Source: an optimization exercise on an open RTL-to-GDS flow (aim: a short achievable clock period and few clock cycles per item). Production flows keep margins and buffers that such runs may drop. Only simulation tests tie the RTL to the original design; equivalence was not proved.

**flow/design.v**
```verilog
`timescale 1ns/100ps
`default_nettype none
module word_mul_add #(
    parameter int WORD_W = 16
) (
    input  logic              clk,
    input  logic [WORD_W-1:0] x,
    input  logic [WORD_W-1:0] y,
    input  logic [WORD_W-1:0] z,
    input  logic [WORD_W-1:0] carry_in,
    output logic [WORD_W-1:0] sum,
    output logic [WORD_W-1:0] carry_out
);
    logic [2*WORD_W:0] wide;   
    assign wide = {{(WORD_W+1){1'b0}}, x} * {{(WORD_W+1){1'b0}}, y}
                + {{(WORD_W+1){1'b0}}, z} + {{(WORD_W+1){1'b0}}, carry_in};
    always_ff @(posedge clk) begin
        sum       <= wide[WORD_W-1:0];
        carry_out <= wide[2*WORD_W-1:WORD_W];
    end
endmodule
`default_nettype wire
`timescale 1ns/100ps
`default_nettype none
module mont_mult #(
    parameter int NUM_WORDS = 4,
    parameter int WORD_W    = 16
) (
    input  logic                             clk,
    input  logic                             reset,
    input  logic [NUM_WORDS-1:0][WORD_W-1:0] n,
    input  logic [WORD_W-1:0]                nprime0,
    input  logic                             start,    
    output logic                             ready,
    output logic                             done,     
    input  logic [NUM_WORDS-1:0][WORD_W-1:0] a,
    input  logic [NUM_WORDS-1:0][WORD_W-1:0] b,
    output logic [NUM_WORDS-1:0][WORD_W-1:0] result    
);
    localparam int IW = $clog2(NUM_WORDS);
    localparam logic [3:0] MONT_IDLE         = 4'd0;
    localparam logic [3:0] MONT_ACCUM        = 4'd1;
    localparam logic [3:0] MONT_TOP_CARRY    = 4'd2;
    localparam logic [3:0] MONT_QUOTIENT     = 4'd3;
    localparam logic [3:0] MONT_REDUCE       = 4'd4;
    localparam logic [3:0] MONT_REDUCE_TOP   = 4'd5;
    localparam logic [3:0] MONT_REDUCE_CARRY = 4'd6;
    localparam logic [3:0] MONT_SUBTRACT     = 4'd7;
    localparam logic [3:0] MONT_DONE         = 4'd8;
    logic [3:0]    phase;
    logic [IW-1:0] i;          
    logic [IW-1:0] j;          
    logic          cap;        
    logic          last_j;
    logic          borrow;
    logic          keep;       
    logic [WORD_W:0] diff;
    logic [NUM_WORDS+1:0][WORD_W-1:0] v;
    logic [WORD_W-1:0] carry;
    logic [WORD_W-1:0] q;      
    logic [WORD_W-1:0] mx, my, mz, mc;
    logic [WORD_W-1:0] sum, carry_out;
    assign last_j = (j == IW'(NUM_WORDS - 1));
    assign ready  = (phase == MONT_IDLE);
    assign done   = (phase == MONT_DONE);
    assign diff   = {1'b0, v[j]} - {1'b0, n[j]} - {{WORD_W{1'b0}}, borrow};
    assign keep   = (v[NUM_WORDS] != '0) || !diff[WORD_W];
    word_mul_add #(.WORD_W(WORD_W)) mac_i (
        .clk       (clk),
        .x         (mx),
        .y         (my),
        .z         (mz),
        .carry_in  (mc),
        .sum       (sum),
        .carry_out (carry_out)
    );
    always_comb begin
        mx = '0;
        my = '0;
        mz = '0;
        mc = carry;
        case (phase)
            MONT_ACCUM: begin
                mx = a[i];
                my = b[j];
                mz = v[j];
                mc = (j == '0) ? '0 : carry;   
            end
            MONT_TOP_CARRY,
            MONT_REDUCE_TOP:   mz = v[NUM_WORDS];
            MONT_QUOTIENT: begin
                mx = v[0];
                my = nprime0;
                mc = '0;
            end
            MONT_REDUCE: begin
                mx = q;
                my = n[j];
                mz = v[j];
                mc = (j == '0) ? '0 : carry;
            end
            MONT_REDUCE_CARRY: mz = v[NUM_WORDS+1];
            default:           mc = '0;
        endcase
    end
    always_ff @(posedge clk or posedge reset) begin
        if (reset) begin
            phase <= MONT_IDLE;
            i     <= '0;
            j     <= '0;
            cap   <= 1'b0;
        end else begin
            case (phase)
                MONT_IDLE: if (start) phase <= MONT_ACCUM;
                MONT_SUBTRACT: begin
                    j <= last_j ? '0 : j + 1'b1;
                    if (last_j) phase <= MONT_DONE;
                end
                MONT_DONE: phase <= MONT_IDLE;
                default: begin
                    cap <= ~cap;
                    if (cap) begin
                        case (phase)
                            MONT_ACCUM, MONT_REDUCE: begin
                                j <= last_j ? '0 : j + 1'b1;
                                if (last_j && phase == MONT_ACCUM) phase <= MONT_TOP_CARRY;
                                if (last_j && phase == MONT_REDUCE) phase <= MONT_REDUCE_TOP;
                            end
                            MONT_TOP_CARRY:  phase <= MONT_QUOTIENT;
                            MONT_QUOTIENT:   phase <= MONT_REDUCE;
                            MONT_REDUCE_TOP: phase <= MONT_REDUCE_CARRY;
                            default: begin   
                                i     <= (i == IW'(NUM_WORDS - 1)) ? '0 : i + 1'b1;
                                phase <= (i == IW'(NUM_WORDS - 1)) ? MONT_SUBTRACT : MONT_ACCUM;
                            end
                        endcase
                    end
                end
            endcase
        end
    end
    always_ff @(posedge clk) begin
        if (phase == MONT_IDLE && start) begin
            v      <= '0;
            borrow <= 1'b0;
        end
        if (cap) begin
            case (phase)
                MONT_ACCUM:      v[j] <= sum;
                MONT_TOP_CARRY: begin
                    v[NUM_WORDS]   <= sum;
                    v[NUM_WORDS+1] <= carry_out;
                end
                MONT_QUOTIENT:   q <= sum;
                MONT_REDUCE:     if (j != '0) v[j-1'b1] <= sum;   
                MONT_REDUCE_TOP: v[NUM_WORDS-1] <= sum;
                default:         v[NUM_WORDS] <= sum;             
            endcase
            carry <= carry_out;
        end
        if (phase == MONT_SUBTRACT) begin
            borrow <= diff[WORD_W];
            if (!last_j || keep) result[j] <= diff[WORD_W-1:0];
            else result <= v[NUM_WORDS-1:0];
        end
    end
endmodule
`default_nettype wire
`timescale 1ns/100ps
`default_nettype none
module exp_sequencer #(
    parameter int NUM_WORDS = 4,
    parameter int WORD_W    = 16
) (
    input  logic                             clk,
    input  logic                             reset,
    input  logic                             ops_valid,
    input  logic [NUM_WORDS-1:0][WORD_W-1:0] m,
    input  logic [NUM_WORDS-1:0][WORD_W-1:0] e,
    input  logic [NUM_WORDS-1:0][WORD_W-1:0] r,
    input  logic [NUM_WORDS-1:0][WORD_W-1:0] t,
    output logic                             job_taken,
    output logic                             res_valid,
    input  logic                             res_ready,
    output logic [NUM_WORDS-1:0][WORD_W-1:0] res,
    output logic                             bus_start,   
    input  logic                             bus_ready,
    input  logic                             bus_done,    
    output logic [NUM_WORDS-1:0][WORD_W-1:0] bus_a,
    output logic [NUM_WORDS-1:0][WORD_W-1:0] bus_b,
    input  logic [NUM_WORDS-1:0][WORD_W-1:0] bus_result   
);
    localparam int BITS = NUM_WORDS * WORD_W;
    localparam int BW   = $clog2(BITS);
    localparam logic [2:0] EXP_IDLE      = 3'd0;
    localparam logic [2:0] EXP_TO_MONT   = 3'd1;
    localparam logic [2:0] EXP_FIND_MSB  = 3'd2;
    localparam logic [2:0] EXP_SQUARE    = 3'd3;
    localparam logic [2:0] EXP_MULTIPLY  = 3'd4;
    localparam logic [2:0] EXP_FROM_MONT = 3'd5;
    localparam logic [2:0] EXP_HANDOFF   = 3'd6;
    logic [2:0]      phase;
    logic            started;    
    logic [BW-1:0]   bit_idx;
    logic            e_bit;
    logic            last_bit;
    logic [BITS-1:0] e_bits;
    logic [NUM_WORDS-1:0][WORD_W-1:0] m_bar;   
    logic [NUM_WORDS-1:0][WORD_W-1:0] c_bar;
    assign e_bit     = e_bits[bit_idx];
    assign last_bit  = (bit_idx == '0);
    assign res_valid = (phase == EXP_HANDOFF);
    assign res       = c_bar;
    assign bus_start = (phase == EXP_TO_MONT || phase == EXP_SQUARE ||
                        phase == EXP_MULTIPLY || phase == EXP_FROM_MONT)
                       && !started && bus_ready;
    always_comb begin
        case (phase)
            EXP_TO_MONT: begin
                bus_a = m_bar;
                bus_b = t;        
            end
            EXP_MULTIPLY: begin
                bus_a = c_bar;
                bus_b = m_bar;
            end
            EXP_FROM_MONT: begin
                bus_a = {{(BITS-1){1'b0}}, 1'b1};
                bus_b = c_bar;
            end
            default: begin        
                bus_a = c_bar;
                bus_b = c_bar;
            end
        endcase
    end
    always_ff @(posedge clk or posedge reset) begin
        if (reset) begin
            phase     <= EXP_IDLE;
            started   <= 1'b0;
            job_taken <= 1'b0;
            bit_idx   <= '0;
        end else begin
            job_taken <= 1'b0;
            if (bus_start) started <= 1'b1;
            if (bus_done) started <= 1'b0;
            case (phase)
                EXP_IDLE: if (ops_valid) phase <= EXP_TO_MONT;
                EXP_TO_MONT: if (bus_done) begin
                    phase   <= EXP_FIND_MSB;
                    bit_idx <= BW'(BITS - 1);
                end
                EXP_FIND_MSB: begin
                    if (e_bit) phase <= EXP_SQUARE;
                    else bit_idx <= bit_idx - 1'b1;
                end
                EXP_SQUARE, EXP_MULTIPLY: if (bus_done) begin
                    if (phase == EXP_SQUARE && e_bit) phase <= EXP_MULTIPLY;
                    else if (last_bit) phase <= EXP_FROM_MONT;
                    else begin
                        bit_idx <= bit_idx - 1'b1;
                        phase   <= EXP_SQUARE;
                    end
                end
                EXP_FROM_MONT: if (bus_done) begin
                    phase     <= EXP_HANDOFF;
                    job_taken <= 1'b1;   
                end
                EXP_HANDOFF: if (res_ready) phase <= EXP_IDLE;
                default: phase <= EXP_IDLE;
            endcase
        end
    end
    always_ff @(posedge clk) begin
        if (phase == EXP_IDLE && ops_valid) begin
            m_bar  <= m;
            c_bar  <= r;   
            e_bits <= e;
        end
        if (bus_done) begin
            if (phase == EXP_TO_MONT) m_bar <= bus_result;
            else c_bar <= bus_result;
        end
    end
endmodule
`default_nettype wire
`timescale 1ns/100ps
`default_nettype none
module operand_loader #(
    parameter int NUM_WORDS = 4,
    parameter int WORD_W    = 16
) (
    input  logic                        clk,
    input  logic                        reset,
    input  logic                        in_valid,
    output logic                        in_ready,
    input  logic [WORD_W-1:0]           m_word,
    input  logic [WORD_W-1:0]           e_word,
    input  logic [WORD_W-1:0]           n_word,
    input  logic [WORD_W-1:0]           r_word,
    input  logic [WORD_W-1:0]           t_word,
    output logic                        ops_valid,
    input  logic                        job_taken,
    output logic [NUM_WORDS-1:0][WORD_W-1:0] m,
    output logic [NUM_WORDS-1:0][WORD_W-1:0] e,
    output logic [NUM_WORDS-1:0][WORD_W-1:0] n,
    output logic [NUM_WORDS-1:0][WORD_W-1:0] r,
    output logic [NUM_WORDS-1:0][WORD_W-1:0] t
);
    localparam int IW = $clog2(NUM_WORDS);
    logic [IW-1:0] cnt;    
    logic          full;
    logic          beat;
    assign beat      = in_valid && in_ready;
    assign in_ready  = ~full;
    assign ops_valid = full;
    always_ff @(posedge clk or posedge reset) begin
        if (reset) begin
            cnt  <= '0;
            full <= 1'b0;
        end else begin
            if (beat) cnt <= (cnt == IW'(NUM_WORDS - 1)) ? '0 : cnt + 1'b1;
            if (beat && cnt == IW'(NUM_WORDS - 1)) full <= 1'b1;
            if (job_taken) full <= 1'b0;
        end
    end
    always_ff @(posedge clk) begin
        if (beat) begin
            m[cnt] <= m_word;
            e[cnt] <= e_word;
            n[cnt] <= n_word;
            r[cnt] <= r_word;
            t[cnt] <= t_word;
        end
    end
endmodule
`default_nettype wire
`timescale 1ns/100ps
`default_nettype none
module result_unloader #(
    parameter int NUM_WORDS = 4,
    parameter int WORD_W    = 16
) (
    input  logic                        clk,
    input  logic                        reset,
    input  logic                        res_valid,
    output logic                        res_ready,
    input  logic [NUM_WORDS-1:0][WORD_W-1:0] res,
    output logic                        out_valid,
    input  logic                        out_ready,
    output logic [WORD_W-1:0]           out_word,
    output logic                        out_last
);
    localparam int IW = $clog2(NUM_WORDS);
    logic [NUM_WORDS-1:0][WORD_W-1:0] hold;
    logic [IW-1:0] cnt;    
    logic          busy;
    assign res_ready = ~busy;
    assign out_valid = busy;
    assign out_word  = hold[cnt];
    assign out_last  = (cnt == IW'(NUM_WORDS - 1));
    always_ff @(posedge clk or posedge reset) begin
        if (reset) begin
            busy <= 1'b0;
            cnt  <= '0;
        end else if (res_valid && res_ready) begin
            busy <= 1'b1;
            cnt  <= '0;
        end else if (out_valid && out_ready) begin
            cnt <= out_last ? '0 : cnt + 1'b1;
            if (out_last) busy <= 1'b0;
        end
    end
    always_ff @(posedge clk) begin
        if (res_valid && res_ready) hold <= res;
    end
endmodule
`default_nettype wire
`timescale 1ns/100ps
`default_nettype none
module modexp_top #(
    parameter int NUM_WORDS = 4
) (
    input  logic        clk,
    input  logic        reset,
    input  logic        in_valid,
    output logic        in_ready,
    input  logic [15:0] m_word,
    input  logic [15:0] e_word,
    input  logic [15:0] n_word,
    input  logic [15:0] r_word,    
    input  logic [15:0] t_word,    
    input  logic [15:0] nprime0,   
    output logic        out_valid,
    input  logic        out_ready,
    output logic [15:0] out_word,
    output logic        out_last
);
    localparam int WORD_W = 16;   
    logic ops_valid;
    logic job_taken;
    logic res_valid;
    logic res_ready;
    logic [NUM_WORDS-1:0][WORD_W-1:0] m_ops, e_ops, n_ops, r_ops, t_ops;
    logic [NUM_WORDS-1:0][WORD_W-1:0] res;
    logic bus_start;
    logic bus_ready;
    logic bus_done;
    logic [NUM_WORDS-1:0][WORD_W-1:0] bus_a, bus_b, bus_result;
    operand_loader #(.NUM_WORDS(NUM_WORDS), .WORD_W(WORD_W)) loader_i (
        .clk(clk), .reset(reset),
        .in_valid(in_valid), .in_ready(in_ready),
        .m_word(m_word), .e_word(e_word), .n_word(n_word),
        .r_word(r_word), .t_word(t_word),
        .ops_valid(ops_valid), .job_taken(job_taken),
        .m(m_ops), .e(e_ops), .n(n_ops), .r(r_ops), .t(t_ops)
    );
    exp_sequencer #(.NUM_WORDS(NUM_WORDS), .WORD_W(WORD_W)) seq_i (
        .clk(clk), .reset(reset),
        .ops_valid(ops_valid), .m(m_ops), .e(e_ops), .r(r_ops), .t(t_ops),
        .job_taken(job_taken),
        .res_valid(res_valid), .res_ready(res_ready), .res(res),
        .bus_start(bus_start), .bus_ready(bus_ready), .bus_done(bus_done),
        .bus_a(bus_a), .bus_b(bus_b), .bus_result(bus_result)
    );
    mont_mult #(.NUM_WORDS(NUM_WORDS), .WORD_W(WORD_W)) mont_i (
        .clk(clk), .reset(reset),
        .n(n_ops), .nprime0(nprime0),
        .start(bus_start), .ready(bus_ready), .done(bus_done),
        .a(bus_a), .b(bus_b), .result(bus_result)
    );
    result_unloader #(.NUM_WORDS(NUM_WORDS), .WORD_W(WORD_W)) unloader_i (
        .clk(clk), .reset(reset),
        .res_valid(res_valid), .res_ready(res_ready), .res(res),
        .out_valid(out_valid), .out_ready(out_ready),
        .out_word(out_word), .out_last(out_last)
    );
endmodule
`default_nettype wire
```
**flow/flow/run.sh**
```bash
#!/bin/bash
# The standard layout (standard.sh, unchanged synthesis and steps) with a
# larger setup margin for ORFS's repair_timing; SDC and clock period unchanged.
set -euo pipefail
bash standard.sh SETUP_SLACK_MARGIN=6.5 finish > flow_standard.log 2>&1
```
**flow/standard.sh**
```bash
#!/bin/bash
# synth_recipe.tcl (not shown) runs the flow's synth.tcl, then flattens the netlist and writes it again
# the make line also repeats each setting of config.mk as NAME=value (left out here)
make -C /OpenROAD-flow-scripts/flow DESIGN_CONFIG=/design/flow/config.mk WORK_HOME=/design/flow/orfs CLKGATE_MAP_FILE= SYNTH_SCRIPT=/design/flow/synth_recipe.tcl "${@:-finish}"
```
**flow/config.mk**
```make
export PLATFORM = sky130hd
export DESIGN_NAME = modexp_top
export DESIGN_NICKNAME = modexp_top
export VERILOG_FILES = /design/flow/design.v
export SDC_FILE = /design/flow/constraint.sdc
export NUM_CORES = 4
export LEC_CHECK = 0
export CAP_MARGIN = 60
export CORE_MARGIN = 2
export CORE_UTILIZATION = 40
export SETUP_SLACK_MARGIN = 5
export SLEW_MARGIN = 60
```
**flow/constraint.sdc**
```tcl
create_clock -name core_clock -period 10.0 [get_ports {clk}]
set_input_delay 2.0000 -clock core_clock [delete_from_list [all_inputs] [get_ports {clk}]]
set_output_delay 2.0000 -clock core_clock [all_outputs]
set_load 0.01 [all_outputs]
```
==> summary.md, run 1 <==
| Metric | Value |
|---|---|
| WHS Path Cells | `1` |
| Hold WC Path Type | `flop to flop` |
| TritonCTS clock tree | `done` |
| Endpoint of the worst register-to-register path | `mont_i.mac_i.carry_out[15]$_DFF_P_` |
| Clock slew at the register clock pins of the worst setup and hold paths | `roughly 70 ps` |
| Slew Limit Fails | `0` |
| Source of the worst hold timing path | `seq_i.job_taken$_DFF_PP0_` |
| Gate count of the mapped netlist | `~4800` |
| Max-slew headroom at the worst pin | `0.585` |
| Worst clock skew | `78.3 ps` |
| Share of the synthesized area in compound gates (AO/OA/AOI/OAI) | `0.141` |
| Post-synthesis adder-cell area fraction | `0.133` |
| Overall die area | `around 0.12 mm^2` |
| Fraction of synthesis flops using an asynchronous set or reset pin | `0.0314` |
| Routed length per instance | `around 25 um` |
| HPWL after detailed placement | `around 110000 um` |
| Total global routing track utilization | `0.276` |
| Pin count of the biggest net entering global routing | `92` |
| Fraction of layout instances using a drive strength above 1 | `0.189` |
| Number of nets in the synthesized netlist | `5241` |
| Number of search-and-repair iterations in the first detailed-routing pass | `6` |
| Fin nets | `between 5000 and 6000` |
| Drt via density | `5.74` |
| IO Port Bufs | `118` |
| Most instantiated flip-flop cell in the synthesis netlist | `edfxtp_1` |
| Sequential-to-total area share from yosys stat | `0.460` |
| Area of the core | `0.120 mm^2` |
| Placed cell count | `6330` |
| Die Wd | `351 um` |
| Global route overflow | `0` |
| Post-synthesis simple-gate area fraction | `0.109` |
| CTS Sinks | `slightly above 800` |
| Number of flops mapped to enable cells by yosys | `roughly 550` |
| Global-route wire length before repair | `252000 um` |
| Area share of the largest cell type after synthesis | `0.340` |
| Level count of the clock H-tree | `3` |
| Area delta synth->final | `24.3%` |
| Number of inserted filler cells in the final layout | `10700` |
| Run status | `complete, no violations` |
| Number of cells traversed by the worst register-to-register path | `31` |
| CTS Buf Count | `92` |
| Tightest Pin Transition | `623 ps` |
| IO Pins | `about 120` |
| Setup TNS | `0 ps` |
| Avg Inst Size Synth | `10.1 um^2` |
| Initial antenna violation count | `8` |
| Startpoint of the worst register-to-register path | `seq_i.phase[0]$_DFFE_PP0P_` |
| Number of maximum-capacitance violations | `0` |
| Total Wirelength | `171000 um` |
| Vias after detailed routing | `38600` |
| Final estimated routing congestion in global placement | `0.941` |
| Shortest period the worst path allows | `7660 ps` |
| Die height | `between 300 and 400 um` |
| Launching element type of the critical path | `input port` |
| Data required, critical path | `10600 ps` |
| Largest area contributor in the netlist | `edfxtp_1` |
| Critical path start-end classification | `input port to flop` |
| Share of the cycle needed by the critical path after routing | `0.766` |
| Setup-violating endpoint count in the final report | `0` |
| Iteration-0 DRC count of the detailed router | `4309` |
| Maximum achievable frequency | `131 MHz` |
| Minimum setup slack among reg-to-reg paths | `2360 ps` |
| Initial standard-cell utilization of the core | `0.402` |
| Non-filler cells, final | `6734` |
| Number of antenna-violating nets in the routed design | `0` |
| Dominant combinational cell family by area after synthesis | `compound AO/OA/AOI/OAI gates` |
| Worst Setup End Kind | `flop` |
| Clock latency at the later pin of the worst-skew pair | `730 ps` |
| Hold worst-path end | `loader_i.full$_DFFE_PP0P_` |
| Final number of hold-violating endpoints | `0` |
| Vias in the first global route | `37900` |
| Synth Warn # | `5` |
| Distinct cell type count of the synthesized netlist | `73` |
| Mux share of post-synthesis cell area | `0.0739` |
| Post-synth design cell area | `0.0481 mm^2` |
| Post-synthesis register bit count | `827` |
| Arrival time of the worst setup path | `8260 ps` |
| Xor and xnor area share after synthesis | `0.00816` |
| Critical Path Fanout Max | `4` |
| Total number of placement rows | `127` |
| Unrepaired setup endpoints after global routing | `true` |
| Beginning of the critical path | `nprime0[2]` |
| Number of design rule violations left after detail routing | `0` |
| Buffer type at the clock tree root | `clkbuf_16` |
| Clk buf depth | `3` |
| Area contributors post-synth | `edfxtp_1 34%, dfxtp_1 11%, fa_1 9.5%, o21ai_0 5.6%, nand2_1 5.4%` |
[critical path: stages]
cell and delay [ps]:
dlygate4sd2_1 330, a221oi_4 340, clkdlybuf4s15_2 320, nor2_1 80, fa_1 500, inv_1 50
fa_1 500, fa_1 540, inv_2 40, fa_1 500, fa_1 530, inv_2 40
fa_1 510, inv_2 50, ha_4 240, and4_4 160, a21o_1 170, o211a_1 250
o31ai_4 320, a31oi_2 140, o31a_1 280, o21a_1 170, nor2_1 110, xnor2_1 80
[Yosys cell counts, types with 11 or more instances]
library cell	n
nand2_1	697
inv_1	669
edfxtp_1	545
o21ai_0	536
nor2_1	320
dfxtp_1	256
fa_1	228
clkbuf_1	219
a21oi_1	172
ha_1	147
mux2i_1	135
a221oi_1	112
mux4_2	92
a22o_1	68
nor3b_1	67
buf_2	40
xnor2_1	31
nand3_1	30
dfrtp_1	26
o21a_1	25
nand2b_1	24
nor3_1	24
a22oi_1	23
a21o_1	18
a222oi_1	18
o21ai_1	18
buf_1	16
a221o_1	14
o22ai_1	14
and2_1	13
mux2_2	12
xor2_1	12
a31oi_1	11
nor2b_1	11
[placed cells by master, fill, tap and decap left out, types with 41 or more instances in the layout]
cell type,instances
a221oi_1,63
nor3b_1,43
clkdlybuf4s50_1,84
inv_1,651
buf_12,41
a221oi_2,45
mux4_2,92
buf_4,171
a21oi_1,134
clkbuf_16,95
o21ai_0,509
mux2i_1,134
nand2_1,690
buf_6,79
ha_1,120
edfxtp_1,545
dfxtp_1,256
fa_1,216
a22o_1,68
nor2_1,271
[final cells by class]
cell class                      instances  area (um^2)  area share
Sequential cell                       827        22200       0.370
Multi-Input combinational cell       2999        24600       0.411
Clock buffer                          124         2550      0.0427
Inverter                              672         2580      0.0431
Antenna cell                            2         5.00   0.0000836
Clock inverter                         50          646      0.0108
Tap cell                             1612         2020      0.0337
Timing Repair Buffer                  448         5250      0.0878
[how the worst max path moves through the flow]
stage,to
4_1_cts,mont_i.mac_i.carry_out[15]$_DFF_P_
6_report,mont_i.mac_i.carry_out[15]$_DFF_P_
2_1_floorplan,mont_i.mac_i.carry_out[15]$_DFF_P_
3_3_place_gp,mont_i.mac_i.carry_out[15]$_DFF_P_
3_5_place_dp,mont_i.mac_i.carry_out[15]$_DFF_P_
5_1_grt,mont_i.mac_i.carry_out[15]$_DFF_P_
[state kept, by name, summed over array words and instances (netlist names), 3 cells and up]
| signal | count |
|---|---|
| loader_i.e | 64 |
| loader_i.m | 64 |
| loader_i.n | 64 |
| loader_i.r | 64 |
| loader_i.t | 64 |
| mont_i.carry | 16 |
| mont_i.mac_i.carry_out | 16 |
| mont_i.mac_i.sum | 16 |
| mont_i.phase | 4 |
| mont_i.q | 16 |
| mont_i.result | 64 |
| mont_i.v | 96 |
| seq_i.bit_idx | 6 |
| seq_i.c_bar | 64 |
| seq_i.e_bits | 64 |
| seq_i.m_bar | 64 |
| seq_i.phase | 3 |
| unloader_i.hold | 64 |
[logic make-up (layout without fill, tap and decap cells)]
family          Yosys count  count (layout)
simple gates           1233            1234
compound gates         1099            1100
buf+inv                 949            1294
flops                   827             827
fa+ha+maj               375             375
mux                     239             246
xor+xnor                 44              44
other cells               0               2
[repair_timing]
action | 4_1_cts | 5_1_grt
gates cloned | 29 | 3
buffers inserted | 146 | 49
hold buffers | 0 | 0
endpoints found under the setup margin | 266 | 250
pin swaps | 69 | 61
endpoints found under the hold margin | 0 | 0
gates resized for setup | 432 | 126
[metal layers]
layer,wire length (um),vias to the layer above,global-route usage
met5,122,-,0
met4,10300,16,0.145
met3,16000,410,0.0508
met2,74100,1973,0.411
met1,70200,19200,0.383
li1,-,17000,-
[per-stage QoR]
| stage | worst slack, ps | cell area, um^2 | hold slack, ps | util |
|---|---|---|---|---|
| finish | 2340 | 59800 | 411 | 0.500 |
| global route | 2130 | 59800 | 424 | 0.500 |
| CTS | 2480 | 58800 | 411 | 0.491 |
| detailed placement | 1230 | 52200 | 385 | 0.436 |
| global placement | 1040 | 51600 | 401 | 0.432 |
| floorplan | 2130 | 48800 | 378 | - |
Testbench counts, summed over its fixed seeds: cycles 639,465, jobs 64.
==> run 2, diff against run 1 <==
==> flow/run.sh (new file) <==
#!/bin/bash
# synth_recipe.tcl (not shown) runs the flow's synth.tcl, then flattens the netlist and writes it again
# the make line also repeats each setting of config.mk as NAME=value (left out here)
make -C /OpenROAD-flow-scripts/flow DESIGN_CONFIG=/design/flow/config.mk WORK_HOME=/design/flow/orfs CLKGATE_MAP_FILE= SYNTH_SCRIPT=/design/flow/synth_recipe.tcl finish
removed: flow/flow/run.sh
removed: flow/standard.sh
==> run 2 against run 1 <==
- clock-buffer cell count grew 4
- area after synthesis is the same
- critical path depth grew 8
- hold slack lost 16 ps
- via count shrank 1.4%
- synthesized cell count is the same
- critical path type is now flop to flop
- die area is the same
- first-iteration DRC count grew 4.6%
==> summary.md, run 2 <==
| Metric | Value |
|---|---|
| Most frequent cells after synthesis | `697 x nand2_1, 669 x inv_1, 545 x edfxtp_1` |
| Vias after detailed routing | `38100` |
| Xor and xnor area share after synthesis | `0.00816` |
| Iteration-0 DRC count of the detailed router | `4507` |
| Shortest period the worst path allows | `7780 ps` |
| Data required, critical path | `roughly 11000 ps` |
| Number of search-and-repair iterations in the first detailed-routing pass | `7` |
| IO Pins | `119` |
| Cell repeated most along the worst path | `fa_1` |
| Distinct cell type count of the synthesized netlist | `73` |
| Level count of the clock H-tree | `3` |
| TritonCTS clock tree | `done` |
| Final number of hold-violating endpoints | `0` |
| Die Wd | `351 um` |
| Critical Path Fanout Max | `6` |
| Fraction of layout instances using a drive strength above 1 | `0.149` |
| Worst Setup End Kind | `flop` |
| Synth Warn # | `5` |
| Total global routing track utilization | `0.268` |
| Antenna cells | `0` |
| Area of the core | `0.120 mm^2` |
| Mux share of post-synthesis cell area | `0.0739` |
| HPWL after detailed placement | `115000 um` |
| Buffer type at the clock tree root | `clkbuf_16` |
| Dominant combinational cell family by area after synthesis | `compound AO/OA/AOI/OAI gates` |
| Count leader, synth | `nand2_1` |
| Largest area contributor in the netlist | `edfxtp_1` |
| Fin nets | `about 5400` |
| Number of flip-flops in the largest register | `96` |
| Area contributors post-synth | `edfxtp_1 34%, dfxtp_1 11%, fa_1 9.5%, o21ai_0 5.6%, nand2_1 5.4%` |
| Final estimated routing congestion in global placement | `0.978` |
| Share of the synthesized area in compound gates (AO/OA/AOI/OAI) | `0.141` |
| Global route overflow | `0` |
| Setup TNS | `0 ps` |
| Maximum achievable frequency | `129 MHz` |
| Register ranked first by flip-flop count | `mont_i.v` |
| Fraction of synthesis flops using an asynchronous set or reset pin | `0.0314` |
| Setup-violating endpoint count in the final report | `0` |
| Final Worst Setup Slack | `~2200 ps` |
| Post-synthesis simple-gate area fraction | `0.109` |
| Most frequent cells in the layout | `694 x nand2_1, 648 x inv_1, 545 x edfxtp_1` |
| IO Port Bufs | `118` |
| Cell with the largest stage delay on the worst path | `fa_1` |
| Vias in the first global route | `around 37000` |
| Clock latency at the later pin of the worst-skew pair | `around 700 ps` |
| Global-route wire length before repair | `246000 um` |
| Area delta synth->final | `20.1%` |
| Pin count of the biggest net entering global routing | `131` |
| Gate count of the mapped netlist | `4766` |
| Max-slew headroom at the worst pin | `0.585` |
| Clock slew at the register clock pins of the worst setup and hold paths | `60 ps` |
| Number of maximum-capacitance violations | `0` |
| Worst setup slack before clock tree synthesis | `1200 ps` |
| Share of the cycle needed by the critical path after routing | `0.778` |
| Launching element type of the critical path | `flop` |
| Overall die area | `roughly 0.12 mm^2` |
| Critical path start-end classification | `flop to flop` |
| Number of flops mapped to enable cells by yosys | `545` |
| Post-synthesis register bit count | `approximately 830` |
| Hold WC Path Type | `flop to flop` |
| Worst clock skew | `41.9 ps` |
| Total number of placement rows | `127` |
| Tightest Pin Transition | `622 ps` |
| Post-synth design cell area | `a little under 0.05 mm^2` |
| Initial antenna violation count | `2` |
| Run status | `complete, no violations` |
| Slew Limit Fails | `0` |
| Arrival time of the worst setup path | `8350 ps` |
| CTS Buf Count | `93` |
| Total Wirelength | `169000 um` |
| Unrepaired setup endpoints after global routing | `true` |
| Number of design rule violations left after detail routing | `0` |
| Area share of the largest cell type after synthesis | `0.340` |
| Post-synthesis adder-cell area fraction | `0.133` |
| Clk buf depth | `3` |
| Routed length per instance | `25.4 um` |
| Sequential-to-total area share from yosys stat | `0.460` |
| CTS Sinks | `827` |
| Commonest non-fill, non-tap cell in the layout | `nand2_1` |
| Die height | `351 um` |
| Most instantiated flip-flop cell in the synthesis netlist | `edfxtp_1` |
| Avg Inst Size Synth | `10.1 um^2` |
| Drt via density | `5.72` |
| Number of nets in the synthesized netlist | `5241` |
| Number of antenna-violating nets in the routed design | `0` |
| Delay of the slowest cell on the worst path | `between 500 and 600 ps` |
| Initial standard-cell utilization of the core | `0.402` |
## run 2: cell count changes in the layout (fill, tap and decap cells not counted), sizes merged, moves of 3 or more
cell / change
buf: -79
clkdlybuf4s50: +28
dlygate4sd2: -9
clkbuf: +7
bufbuf: -6
mux2: -6
clkinvlp: -5
clkdlybuf4s15: -3
## run 2: layout make-up
| cell class | instances | area (um^2) |
|---|---|---|
| Timing Repair Buffer | 384 | 4230 |
| Sequential cell | 827 | 22200 |
| Clock inverter | 46 | 613 |
| Inverter | 672 | 2540 |
| Multi-Input combinational cell | 2992 | 23700 |
| Tap cell | 1612 | 2020 |
| Clock buffer | 128 | 2560 |
| Fill cell | 10800 | 61800 |
## run 2: critical path: cells and delay by family, from the launching register on
family / cells / cell delay [ps]
compound gates: 10 / 2430
xor+xnor: 1 / 80
fa+ha+maj: 7 / 3170
buf+inv: 10 / 1080
flops: 1 / 470
simple gates: 4 / 400
## run 2: logic make-up (layout without fill, tap and decap cells)
| logic type | after synthesis | in the layout |
|---|---|---|
| AO/OA/AOI/OAI | 1099 | 1100 |
| XOR/XNOR | 44 | 44 |
| adder cells (fa/ha/maj) | 375 | 375 |
| buffers and inverters | 949 | 1230 |
| flip-flops | 827 | 827 |
| multiplexers | 239 | 240 |
| AND/OR/NAND/NOR | 1233 | 1233 |
## run 2: final timing paths
check | start | to | slack [ps] | depth (start not counted)
worst max-delay path | seq_i.phase[2]$_DFFE_PP0P_ | mont_i.mac_i.carry_out[15]$_DFF_P_ | 2220 | 32
worst min-delay path | seq_i.job_taken$_DFF_PP0_ | loader_i.full$_DFFE_PP0P_ | 400 | 1
worst max register to register | seq_i.phase[2]$_DFFE_PP0P_ | mont_i.mac_i.carry_out[15]$_DFF_P_ | 2220 | 32
worst min register to register | seq_i.job_taken$_DFF_PP0_ | loader_i.full$_DFFE_PP0P_ | 400 | 1
max in group asynchronous | reset | seq_i.phase[2]$_DFFE_PP0P_ | 7940 | 4
min in group asynchronous | reset | mont_i.phase[0]$_DFFE_PP0P_ | 1630 | 3
## run 2: layer usage
metal,vias up,track usage,routed length [um]
li1,16900,-,-
met4,0,0.118,7810
met1,19000,0.371,69900
met5,-,0,0
met2,1953,0.414,75300
met3,335,0.0462,15900
## run 2: per-stage QoR
stage | hold slack (ps) | cell area (um^2) | std cells | util
floorplan | 378 | 48400 | 4766 | -
global placement | 390 | 51300 | 6303 | 0.429
detailed placement | 392 | 52100 | 6333 | 0.435
CTS | 400 | 56600 | 6582 | 0.473
global route | 422 | 57800 | 6661 | 0.483
finish | 395 | 57800 | 6661 | 0.483
## run 2: repair_timing
| action | in CTS | in global routing |
|---|---|---|
| cloned | 6 | 9 |
| hold buffers | 0 | 0 |
| buffers inserted | 69 | 62 |
| pin swaps | 53 | 77 |
| gates resized for setup | 143 | 89 |
| setup endpoints to repair | 59 | 94 |
==> run 3, diff against run 2 <==
--- a/flow/design.v
+++ b/flow/design.v
@@ -14,10 +14,8 @@
     logic [2*WORD_W:0] wide;   
     assign wide = {{(WORD_W+1){1'b0}}, x} * {{(WORD_W+1){1'b0}}, y}
                 + {{(WORD_W+1){1'b0}}, z} + {{(WORD_W+1){1'b0}}, carry_in};
-    always_ff @(posedge clk) begin
-        sum       <= wide[WORD_W-1:0];
-        carry_out <= wide[2*WORD_W-1:WORD_W];
-    end
+    assign sum       = wide[WORD_W-1:0];
+    assign carry_out = wide[2*WORD_W-1:WORD_W];
 endmodule
 `default_nettype wire
 `timescale 1ns/100ps
@@ -108,7 +106,7 @@
             phase <= MONT_IDLE;
             i     <= '0;
             j     <= '0;
-            cap   <= 1'b0;
+            cap   <= 1'b1;
         end else begin
             case (phase)
                 MONT_IDLE: if (start) phase <= MONT_ACCUM;
@@ -118,7 +116,7 @@
                 end
                 MONT_DONE: phase <= MONT_IDLE;
                 default: begin
-                    cap <= ~cap;
+                    cap <= 1'b1;   
                     if (cap) begin
                         case (phase)
                             MONT_ACCUM, MONT_REDUCE: begin
@@ -144,7 +142,7 @@
             v      <= '0;
             borrow <= 1'b0;
         end
-        if (cap) begin
+        if (cap && phase != MONT_IDLE && phase != MONT_SUBTRACT && phase != MONT_DONE) begin
             case (phase)
                 MONT_ACCUM:      v[j] <= sum;
                 MONT_TOP_CARRY: begin
==> run 3 against run 2 <==
- highest routed layer is now met5
- flip-flop and latch count fell by 33
- cell area up 1.8%
- first-iteration DRC count grew 11%
- still clean
==> summary.md, run 3 <==
| Metric | Value |
|---|---|
| Run status | `complete, no violations` |
| Area share of the largest cell type after synthesis | `0.342` |
| Critical Path End | `mont_i.v[87]$_DFF_P_` |
| Data required, critical path | `10620 ps` |
| Arrival time of the worst setup path | `8160 ps` |
| Die height | `350 um` |
| Area of the multi-input gates | `~0.025 mm^2` |
| Overall die area | `around 0.12 mm^2` |
| Hold WC Path Type | `flop to flop` |
| Critical path start-end classification | `flop to flop` |
| Most frequent cells after synthesis | `700 x inv_1, 632 x nand2_1, 545 x edfxtp_1` |
| Vias in the first global route | `roughly 37000` |
| Area contributors post-synth | `edfxtp_1 34%, fa_1 9.5%, dfxtp_1 9.4%, o21ai_0 5.6%, inv_1 5.5%` |
| Number of inserted filler cells in the final layout | `roughly 11000` |
| Number of cells traversed by the worst register-to-register path | `33` |
| Launching element type of the critical path | `flop` |
| Avg Inst Size Synth | `roughly 10 um^2` |
| Fraction of synthesis flops using an asynchronous set or reset pin | `0.0315` |
| Area occupied by registers | `0.0215 mm^2` |
| Share of the cycle needed by the critical path after routing | `0.754` |
| IO Port Bufs | `118` |
| Total number of placement rows | `roughly 130` |
| IO Pins | `roughly 120` |
| Number of antenna-violating nets in the routed design | `0` |
| TritonCTS clock tree | `done` |
| Final estimated routing congestion in global placement | `0.948` |
| Gate count of the mapped netlist | `4651` |
| Register ranked first by flip-flop count | `mont_i.v` |
| Post-synthesis register bit count | `794` |
| Buffer type at the clock tree root | `clkbuf_16` |
| Worst clock skew | `between 30 and 40 ps` |
| Total global routing track utilization | `0.272` |
| Initial standard-cell utilization of the core | `0.404` |
| Antenna cells | `0` |
| Number of flops mapped to enable cells by yosys | `545` |
| Number of maximum-capacitance violations | `0` |
| Global route overflow | `0` |
| Global-route wire length before repair | `between 200000 and 250000 um` |
| Endpoint of the worst register-to-register path | `mont_i.v[87]$_DFF_P_` |
| Pin count of the biggest net entering global routing | `67` |
| Cell repeated most along the worst path | `fa_1` |
| Minimum setup slack among reg-to-reg paths | `2460 ps` |
| Clk buf depth | `3` |
| Synth Warn # | `4` |
| Clock latency at the later pin of the worst-skew pair | `around 700 ps` |
| Shortest period the worst path allows | `7540 ps` |
| Setup TNS | `0 ps` |
| Commonest non-fill, non-tap cell in the layout | `inv_1` |
| Count leader, synth | `inv_1` |
| Drt via density | `5.77` |
| Cell with the largest stage delay on the worst path | `fa_1` |
| Most frequent cells in the layout | `660 x inv_1, 622 x nand2_1, 545 x edfxtp_1` |
| Max-slew headroom at the worst pin | `0.582` |
| Vias after detailed routing | `38000` |
| Routed length per instance | `25.7 um` |
| Iteration-0 DRC count of the detailed router | `4983` |
| Area of the core | `0.118 mm^2` |
| Number of flip-flops in the largest register | `96` |
| CTS Buf Count | `84` |
| Worst Setup End Kind | `flop` |
| Total Wirelength | `169000 um` |
| Tightest Pin Transition | `around 630 ps` |
| Number of design rule violations left after detail routing | `0` |
| HPWL after detailed placement | `115000 um` |
| Unrepaired setup endpoints after global routing | `true` |
| Slew Limit Fails | `0` |
| Maximum achievable frequency | `133 MHz` |
| Post-synth design cell area | `0.0479 mm^2` |
| Area delta synth->final | `23.0%` |
| Final number of hold-violating endpoints | `0` |
| Distinct cell type count of the synthesized netlist | `82` |
| Beginning of the critical path | `seq_i.phase[1]$_DFFE_PP0P_` |
| Most instantiated flip-flop cell in the synthesis netlist | `edfxtp_1` |
| Delay of the slowest cell on the worst path | `540 ps` |
| Level count of the clock H-tree | `3` |
| Startpoint of the worst register-to-register path | `seq_i.phase[1]$_DFFE_PP0P_` |
| Clock slew at the register clock pins of the worst setup and hold paths | `roughly 60 ps` |
| Fin nets | `5392` |
| Critical Path Fanout Max | `7` |
| Largest area contributor in the netlist | `edfxtp_1` |
| Sequential-to-total area share from yosys stat | `0.449` |
| Fraction of layout instances using a drive strength above 1 | `0.194` |
| CTS Sinks | `794` |
| Setup-violating endpoint count in the final report | `0` |
| Initial antenna violation count | `9` |
| Die Wd | `~350 um` |
| Number of nets in the synthesized netlist | `5126` |
| Number of search-and-repair iterations in the first detailed-routing pass | `11` |
==> run 3: worst min-delay path by stage <==
stage | startpoint | end | slack, ps | cells after the start
6_report | seq_i.job_taken$_DFF_PP0_ | loader_i.full$_DFFE_PP0P_ | 400 | 1
2_1_floorplan | seq_i.job_taken$_DFF_PP0_ | loader_i.full$_DFFE_PP0P_ | 380 | 1
4_1_cts | seq_i.job_taken$_DFF_PP0_ | loader_i.full$_DFFE_PP0P_ | 400 | 1
3_3_place_gp | seq_i.job_taken$_DFF_PP0_ | loader_i.full$_DFFE_PP0P_ | 390 | 1
5_1_grt | seq_i.job_taken$_DFF_PP0_ | loader_i.full$_DFFE_PP0P_ | 410 | 1
3_5_place_dp | seq_i.job_taken$_DFF_PP0_ | loader_i.full$_DFFE_PP0P_ | 390 | 1
==> run 3: repair_timing <==
item / in CTS / in global routing
setup endpoints to repair: 184 / 149
setup buffers: 127 / 50
resized for setup: 289 / 130
pin swaps: 105 / 130
hold buffers: 0 / 0
cloned: 16 / 4
==> run 3: cells by family (layout without fill, tap and decap cells) <==
group	Yosys count	count (layout)	share of synthesized area
buffers and inverters	975	1310	0.0783
AO/OA/AOI/OAI	1072	1073	0.141
multiplexers	287	287	0.0897
flip-flops	794	794	0.449
XOR/XNOR	36	36	0.00659
adder cells (fa/ha/maj)	376	376	0.134
AND/OR/NAND/NOR	1111	1113	0.101
==> run 3: cell type report <==
type                            count  share of cell area
Tap cell                         1600              0.0340
Multi-Input combinational cell   2885               0.419
Inverter                          704              0.0453
Timing Repair Buffer              448              0.0872
Clock inverter                     62              0.0113
Sequential cell                   794               0.365
Clock buffer                       96              0.0373
==> run 3: critical path, delay by kind of cell (launching register included) <==
kind | cells | cell delay (ps)
buffers and inverters | 12 | 1190
flip-flops | 1 | 450
adder cells (fa/ha/maj) | 7 | 3280
AND/OR/NAND/NOR | 2 | 290
AO/OA/AOI/OAI | 12 | 2290
==> run 3: stage by stage <==
| stage | instance area [um^2] | setup WS, ps | std cells | util | hold slack [ps] |
|---|---|---|---|---|---|
| 6_report | 58900 | 2460 | 6589 | 0.497 | 404 |
| 5_1_grt | 58900 | 2260 | 6589 | 0.497 | 406 |
| 4_1_cts | 57700 | 2590 | 6530 | 0.487 | 401 |
| 3_5_place_dp | 52200 | 1370 | 6229 | 0.441 | 391 |
| 3_3_place_gp | 51400 | 1270 | 6192 | 0.434 | 388 |
| 2_1_floorplan | 48400 | 2520 | 4651 | - | 378 |
==> run 3: layer usage <==
metal	GRT usage	vias to the layer above	share of wire
li1	-	16600	-
met2	0.399	2118	0.43
met3	0.0532	355	0.10
met4	0.128	6	0.055
met5	0	-	0.00022
met1	0.388	18900	0.42
Testbench counts of run 3, summed over its fixed seeds: cycles 338,793, jobs 64.
==> run 4, diff against run 3 <==
==> flow/flow/run.sh (new file) <==
#!/bin/bash
# The standard layout (standard.sh, unchanged synthesis and steps) with a
# larger setup margin for ORFS's repair_timing; SDC and clock period unchanged.
set -euo pipefail
bash standard.sh SETUP_SLACK_MARGIN=6.5 finish > flow_standard.log 2>&1
==> flow/standard.sh (new file) <==
#!/bin/bash
# synth_recipe.tcl (not shown) runs the flow's synth.tcl, then flattens the netlist and writes it again
# the make line also repeats each setting of config.mk as NAME=value (left out here)
make -C /OpenROAD-flow-scripts/flow DESIGN_CONFIG=/design/flow/config.mk WORK_HOME=/design/flow/orfs CLKGATE_MAP_FILE= SYNTH_SCRIPT=/design/flow/synth_recipe.tcl "${@:-finish}"
removed: flow/run.sh
==> run 4 against run 3 <==
- global-route usage decreased by 0.15 points
- die area unchanged
- clock skew decreased by 1.0 ps
- setup slack improved by 76 ps
- cell area increased by 0.60%
- hold slack got worse by 7.7 ps
- via count decreased by 0.40%
- critical path depth decreased by 3
- flip-flop and latch count unchanged
- clock-buffer cell count increased by 26
- register-to-register slack improved by 80 ps
- critical path type unchanged
==> summary.md, run 4 <==
| Metric | Value |
|---|---|
| Commonest non-fill, non-tap cell in the layout | `inv_1` |
| Sequential-to-total area share from yosys stat | `0.449` |
| Number of design rule violations left after detail routing | `0` |
| Hold WC Path Type | `flop to flop` |
| Fraction of synthesis flops using an asynchronous set or reset pin | `0.0315` |
| Vias in the first global route | `around 37000` |
| Overall die area | `0.122 mm^2` |
| Non-filler cells, final | `6608` |
| Clock latency at the later pin of the worst-skew pair | `680 ps` |
| Number of inserted filler cells in the final layout | `roughly 10000` |
| Vias after detailed routing | `37900` |
| Fraction of layout instances using a drive strength above 1 | `0.202` |
| Setup-violating endpoint count in the final report | `0` |
| Critical path start-end classification | `flop to flop` |
| Distinct cell type count of the synthesized netlist | `82` |
| CTS Buf Count | `84` |
| Buffer type at the clock tree root | `clkbuf_16` |
| Share of the synthesized area in compound gates (AO/OA/AOI/OAI) | `0.141` |
| Most frequent cells after synthesis | `700 x inv_1, 632 x nand2_1, 545 x edfxtp_1` |
| Register ranked first by flip-flop count | `mont_i.v` |
| CTS Sinks | `between 700 and 800` |
| Most frequent cells in the layout | `664 x inv_1, 616 x nand2_1, 545 x edfxtp_1` |
| Launching element type of the critical path | `flop` |
| Critical Path Fanout Max | `7` |
| Iteration-0 DRC count of the detailed router | `between 4000 and 5000` |
| Initial antenna violation count | `7` |
| Worst clock skew | `33.7 ps` |
| Global-route wire length before repair | `246000 um` |
| Number of nets in the synthesized netlist | `5126` |
| Maximum achievable frequency | `134 MHz` |
| Slew Limit Fails | `0` |
| Setup TNS | `0 ps` |
| Die Wd | `about 350 um` |
| IO Pins | `119` |
| Area of the core | `0.118 mm^2` |
| Global route overflow | `0` |
| HPWL after detailed placement | `113000 um` |
| Delay of the slowest cell on the worst path | `560 ps` |
| Unrepaired setup endpoints after global routing | `true` |
| Final number of hold-violating endpoints | `0` |
| Largest area contributor in the netlist | `edfxtp_1` |
| IO Port Bufs | `between 100 and 150` |
| Pin count of the biggest net entering global routing | `88` |
| Clock slew at the register clock pins of the worst setup and hold paths | `60 ps` |
| Routed length per instance | `25.4 um` |
| Worst Setup End Kind | `flop` |
| Minimum setup slack among reg-to-reg paths | `2540 ps` |
| Clk buf depth | `3` |
| Number of search-and-repair iterations in the first detailed-routing pass | `7` |
| Most instantiated flip-flop cell in the synthesis netlist | `edfxtp_1` |
| Avg Inst Size Synth | `10.3 um^2` |
| Number of antenna-violating nets in the routed design | `0` |
| Met2 wire length | `slightly above 70000 um` |
| Drt via density | `roughly 5.7` |
| Arrival time of the worst setup path | `8010 ps` |
| Highest metal layer used by the detailed router | `met5` |
| Data required, critical path | `10550 ps` |
| Number of flops mapped to enable cells by yosys | `545` |
| Area contributors post-synth | `edfxtp_1 34%, fa_1 9.5%, dfxtp_1 9.4%, o21ai_0 5.6%, inv_1 5.5%` |
| Cell with the largest stage delay on the worst path | `mux4_2` |
| Area share of the largest cell type after synthesis | `0.342` |
| Xor and xnor area share after synthesis | `0.00659` |
| Share of the cycle needed by the critical path after routing | `0.746` |
| Die height | `350 um` |
| Level count of the clock H-tree | `3` |
| Placed cell count | `6215` |
| Total number of placement rows | `126` |
| Area delta synth->final | `23.7%` |
| Detailed-routed wire length on met3 | `~16000 um` |
| Number of flip-flops in the largest register | `96` |
| Synth Warn # | `4` |
| Gate count of the mapped netlist | `4651` |
| Count leader, synth | `inv_1` |
| Initial standard-cell utilization of the core | `0.404` |
| Mux share of post-synthesis cell area | `0.0897` |
| Post-synthesis simple-gate area fraction | `0.101` |
| TritonCTS clock tree | `done` |
| Total global routing track utilization | `0.271` |
| Shortest period the worst path allows | `roughly 7500 ps` |
| Fin nets | `5410` |
| Post-synthesis register bit count | `just under 800` |
| Post-synth design cell area | `0.0479 mm^2` |
| Final estimated routing congestion in global placement | `~0.94` |
| Placed instance area | `0.0521 mm^2` |
| Post-synthesis adder-cell area fraction | `0.134` |
| Number of maximum-capacitance violations | `0` |
| Max-slew headroom at the worst pin | `0.566` |
| Cell area after layout | `0.0592 mm^2` |
| Run status | `complete, no violations` |
| Tightest Pin Transition | `646 ps` |
| Detailed-routing wirelength on met1 | `between 70000 and 80000 um` |
| Total Wirelength | `168000 um` |
| Dominant combinational cell family by area after synthesis | `compound AO/OA/AOI/OAI gates` |
[run 4: cell counts after synthesis]
Identical to the previous run, type by type.
[run 4: what timing repair did]
action | 4_1_cts | 5_1_grt
hold buffers | 0 | 0
gates cloned | 22 | 4
endpoints found under the setup margin | 363 | 210
gates resized for setup | 399 | 152
buffers inserted | 155 | 46
pin swaps | 95 | 74
[run 4: final cells by class]
cell class	instances	area, um^2	area share
multi-input cells	2886	24800	0.419
clock buffers	122	2420	0.0408
flip-flops and latches	794	21500	0.363
clock inverters	36	352	0.00594
well taps	1600	2000	0.0338
diodes	1	2.50	0.0000423
inverters	704	2660	0.0450
repair buffers	465	5440	0.0919
[run 4: critical path: cells and delay by family (launching register included)]
family          cells  cell delay, ps
fa+ha+maj           7            3240
buf+inv            10             900
compound gates      7            1470
xor+xnor            1             170
flops               1             450
mux                 1             560
simple gates        4             540
[run 4: cells by family (layout without fill, tap and decap cells)]
group | after synthesis | in the layout
buffers and inverters | 975 | 1327
other | 0 | 1
multiplexers | 287 | 287
XOR/XNOR | 36 | 36
AO/OA/AOI/OAI | 1072 | 1074
flip-flops | 794 | 794
adder cells (fa/ha/maj) | 376 | 376
AND/OR/NAND/NOR | 1111 | 1113
[run 4: through the flow]
step | util | setup WS, ps | hold WS [ps]
2_1_floorplan | - | 2520 | 378
3_3_place_gp | 0.433 | 1300 | 389
3_5_place_dp | 0.440 | 1260 | 391
4_1_cts | 0.489 | 2580 | 400
5_1_grt | 0.500 | 2390 | 410
6_report | 0.500 | 2540 | 396
[run 4: path summary, 6_finish.rpt]
| check | startpoint | endpoint | depth (start not counted) |
|---|---|---|---|
| worst max register to register | seq_i.phase[0]$_DFFE_PP0P_ | mont_i.v[91]$_DFF_P_ | 30 |
| min in group asynchronous | reset | unloader_i.cnt[0]$_DFFE_PP0P_ | 3 |
| worst min register to register | seq_i.job_taken$_DFF_PP0_ | loader_i.full$_DFFE_PP0P_ | 1 |
| worst max-delay path | seq_i.phase[0]$_DFFE_PP0P_ | mont_i.v[91]$_DFF_P_ | 30 |
| max in group asynchronous | reset | mont_i.phase[0]$_DFFE_PP0P_ | 3 |
| worst min-delay path | seq_i.job_taken$_DFF_PP0_ | loader_i.full$_DFFE_PP0P_ | 1 |
[run 4: per-layer routing]
metal,GRT usage,vias to the layer above
met5,0.00353,-
met4,0.125,6
met3,0.0473,371
met2,0.401,1971
met1,0.386,18800
li1,-,16700

==> port drivers added, routing unchanged <==
How much do the figures lean on ideal ports? The routed layouts below were timed once more, with nothing changed but the port constraints. Step 1 (the two cells are an assumption about what drives the block):
set clk [get_ports {clk}]
set_driving_cell -lib_cell sky130_fd_sc_hd__clkbuf_16 $clk
set_driving_cell -lib_cell sky130_fd_sc_hd__buf_2 [delete_from_list [all_inputs] $clk]
Step 2, shift: input delay + t, output delay - t, t = (earliest + latest rising clock arrival at the registers) / 2. This alone moves slack from input paths to output paths. Slacks: ideal / step 1 / step 2; pairs: ideal / step 1.
run | t (ns) | slack for setup (ns) | cell pins on the clock port's net
run 1 | 0.758 | 2.340 / 2.346 / 1.588 | 1
run 2 | 0.756 | 2.221 / 2.221 / 1.617 | 1
run 3 | 0.740 | 2.459 / 2.459 / 1.845 | 1
run 4 | 0.742 | 2.536 / 2.536 / 1.910 | 1
After both steps every run listed still meets setup and hold. For run 1, which loses most, drivers alone change the setup slack by +0.006 ns; drivers and shift together by -0.752 ns.
